What follows belongs to an exercise in optimizing a design on an open flow for small area and a short achievable clock period; a production flow would make more cautious choices. RTL that was checked went through simulation tests only; none was proved equivalent to the original. Power is estimated from default activity; no workload was simulated.

==> flow/design.v (excerpt) <==
module multichannel_strike_peak_detector (
  input  logic                              clk,
  input  logic                              rst_n,
  input  logic                              cfg_we,
  input  logic                              cfg_index,
  input  logic [mspd_pkg::CFG_W-1:0]        cfg_wdata,
  input  logic                              in_valid,
  output logic                              in_ready,
  input  logic                              in_op,
  input  logic [mspd_pkg::SAMPLE_W-1:0]     in_sample_ch0,
  input  logic [mspd_pkg::SAMPLE_W-1:0]     in_sample_ch1,
  input  logic [mspd_pkg::SAMPLE_W-1:0]     in_sample_ch2,
  input  logic [mspd_pkg::SAMPLE_W-1:0]     in_sample_ch3,
  input  logic [mspd_pkg::TIME_W-1:0]       in_now_ms,
  output logic                              out_valid,
  input  logic                              out_ready,
  output logic                              out_event_valid,
  output logic [mspd_pkg::CH_W-1:0]         out_event_channel,
  output logic [mspd_pkg::PEAK_W-1:0]       out_event_peak
);
Size: about 1700 cells after synthesis, about 220 flip-flops, about 14000 µm² of cells after synthesis.
==> flow/config.mk <==
export PLATFORM = sky130hd
export DESIGN_NAME = multichannel_strike_peak_detector
export DESIGN_NICKNAME = multichannel_strike_peak_detector
export VERILOG_FILES = /design/flow/design.v
export SDC_FILE = /design/flow/constraint.sdc
export NUM_CORES = 4
export LEC_CHECK = 0
export ABC_AREA = 1
export CAP_MARGIN = 20
export CORE_MARGIN = 2
export CORE_UTILIZATION = 50
export CTS_BUF_LIST = sky130_fd_sc_hd__clkbuf_8
export CTS_CLUSTER_DIAMETER = 60
export CTS_CLUSTER_SIZE = 16
export PLACE_DENSITY = 0.7
export SETUP_SLACK_MARGIN = 3.5
export SLEW_MARGIN = 20
==> flow/constraint.sdc <==
create_clock -name core_clock -period 6.5 [get_ports {clk}]
set_input_delay 1.3000 -clock core_clock [delete_from_list [all_inputs] [get_ports {clk}]]
set_output_delay 1.3000 -clock core_clock [all_outputs]
set_load 0.01 [all_outputs]
standard.sh (not shown) runs the stock make flow with config.mk's settings and CLKGATE_MAP_FILE= SYNTH_SCRIPT=/design/flow/synth_recipe.tcl, a recipe that flattens the netlist after the stock synthesis.
==> flow/flow/run.sh <==
#!/bin/bash
# standard layout, with the port buffers made of buf_2 cells instead of the
# resizer's default pick (a delay buffer)
set -euo pipefail
export BUFFER_PORTS_ARGS="-buffer_cell sky130_fd_sc_hd__buf_2"
bash standard.sh > standard.log 2>&1
Change:
--- a/flow/config.mk
+++ b/flow/config.mk
@@ -10,7 +10,5 @@
 export CORE_MARGIN = 2
-export CORE_UTILIZATION = 50
-export CTS_BUF_LIST = sky130_fd_sc_hd__clkbuf_8
-export CTS_CLUSTER_DIAMETER = 60
-export CTS_CLUSTER_SIZE = 16
-export PLACE_DENSITY = 0.7
+export CORE_UTILIZATION = 40
+export CTS_CLUSTER_DIAMETER = 100
+export CTS_CLUSTER_SIZE = 24
 export SETUP_SLACK_MARGIN = 3.5
What happened:
- first-iteration DRC count fell by a little under a tenth
- power fell slightly
- final cell count rose by a few percent
- final area rose slightly
- worst setup slack got worse by 120 ps
- die area rose by a quarter to a third
- core utilization fell by 11 points
- synthesized area stays the same
No run of this note included a check of the RTL's function; only the layout flow was run.

---

Another version of the RTL of multichannel_strike_peak_detector (not shown whole).
Size: roughly 1,700 cells after synthesis, roughly 220 flip-flops, roughly 110 I/O pins.
// multichannel_strike_peak_detector
module multichannel_strike_peak_detector (
  input  logic                              clk,
  input  logic                              rst_n,
  input  logic                              cfg_we,
  input  logic                              cfg_index,
  input  logic [mspd_pkg::CFG_W-1:0]        cfg_wdata,
  input  logic                              in_valid,
  output logic                              in_ready,
  input  logic                              in_op,
  input  logic [mspd_pkg::SAMPLE_W-1:0]     in_sample_ch0,
  input  logic [mspd_pkg::SAMPLE_W-1:0]     in_sample_ch1,
  input  logic [mspd_pkg::SAMPLE_W-1:0]     in_sample_ch2,
  input  logic [mspd_pkg::SAMPLE_W-1:0]     in_sample_ch3,
  input  logic [mspd_pkg::TIME_W-1:0]       in_now_ms,
  output logic                              out_valid,
  input  logic                              out_ready,
  output logic                              out_event_valid,
  output logic [mspd_pkg::CH_W-1:0]         out_event_channel,
  output logic [mspd_pkg::PEAK_W-1:0]       out_event_peak
);
  logic [mspd_pkg::THR_W-1:0]  thr_r;
  logic [mspd_pkg::WIN_W-1:0]  win_r;
  logic [10:0]                 thr2m1;
  logic                        thr_zero;
  logic                        in_acc;
  logic                        sample_en;
  logic                        poll_en;
  logic                        full;
  ...
clock: 6.5 ns
lec_check: 0
abc_area: 1
cap_margin: 5
core_margin: 2
core_utilization: 55
cts_cluster_diameter: 100
cts_cluster_size: 24
place_density: 0.75
setup_slack_margin: 3.5
slew_margin: 5
Scripts as last shown in full above: flow/flow/run.sh
The baseline ran to the end with no violations.
Rerun with:
--- a/flow/flow/run.sh
+++ b/flow/flow/run.sh
@@ -3 +3,2 @@
-# resizer's default pick (a delay buffer)
+# resizer's default pick (a delay buffer), and ORFS's power recovery pass
+# (downsizing gates off the critical paths) after global routing
@@ -5,0 +7 @@
+export RECOVER_POWER=100
Settings changed: CAP_MARGIN 5 to 20, CORE_UTILIZATION 55 to 40, PLACE_DENSITY 0.75 to unset, SLEW_MARGIN 5 to 20.
Effect: The new run finished but fails on max-capacitance violations, max-slew violations; combinational power barely changes; final area rises by 0.51%; cell count rises by 6.2%; flip-flop and latch count does not change; setup slack got worse by 0.85 ns; routed wire length rises by 5.8%; power rises by 1.8%; global-route usage falls by 6.2 points.
Rerun with:
==> flow/flow/run.sh (replaced) <==
#!/bin/bash
# standard layout, with the port buffers made of buf_2 cells instead of the
# resizer's default pick (a delay buffer)
set -euo pipefail
export BUFFER_PORTS_ARGS="-buffer_cell sky130_fd_sc_hd__buf_2"
bash standard.sh > standard.log 2>&1
Settings changed: CORE_UTILIZATION 40 to 45, CTS_BUF_LIST set to sky130_fd_sc_hd__clkbuf_8, CTS_CLUSTER_DIAMETER 100 to 60, CTS_CLUSTER_SIZE 24 to 16, PLACE_DENSITY set to 0.65.
After rerunning: The new run produced a clean layout. Die area is lower by 11%. First-iteration DRC count is higher by 13%. Setup slack improved by 0.88 ns. Clock skew hardly moves. Register-to-register slack improved by 0.12 ns. Via count is higher by 1.3%. Maximum frequency is higher by 29%.

-- afterwards: timing with drivers on the ports --
Ports are ideal in the flow. The routed layouts listed here were re-timed in OpenROAD. Step 1 assumes that a clkbuf_16 drives the clock port and a buf_2 every other input. Step 2 adds t to the input delays and takes it off the output delays; t is the mean of the earliest and latest rising clock arrival at the registers after step 1. Input paths then give back, and output paths get back, about the clock's delay inside the block. Slacks: ideal / step 1 / step 2; pairs: ideal / step 1.
| run | shift t [ns] | setup slack, ns | latest minus earliest clock arrival (ns) | worst register clock-pin slew, ns | pins driven straight from the clock port |
|---|---|---|---|---|---|
| the first run of note 1 | 0.602 | 3.471 / 3.454 / 2.852 | 0.024 / 0.024 | 0.10 / 0.10 | 1 |
| the second run of note 1 | 0.539 | 3.355 / 3.338 / 2.799 | 0.019 / 0.020 | 0.10 / 0.10 | 1 |
| the first run of note 2 | 0.531 | 3.462 / 3.443 / 2.912 | 0.019 / 0.020 | 0.11 / 0.11 | 1 |
| the second run of note 2 | 0.540 | 2.615 / 2.631 / 2.090 | 0.024 / 0.025 | 0.10 / 0.10 | 1 |
| the third run of note 2 | 0.620 | 3.491 / 3.486 / 2.866 | 0.020 / 0.020 | 0.10 / 0.10 | 1 |
The setup slack of the third run of note 2, which loses most, moves by -0.005 ns with the drivers and by -0.625 ns with both steps.
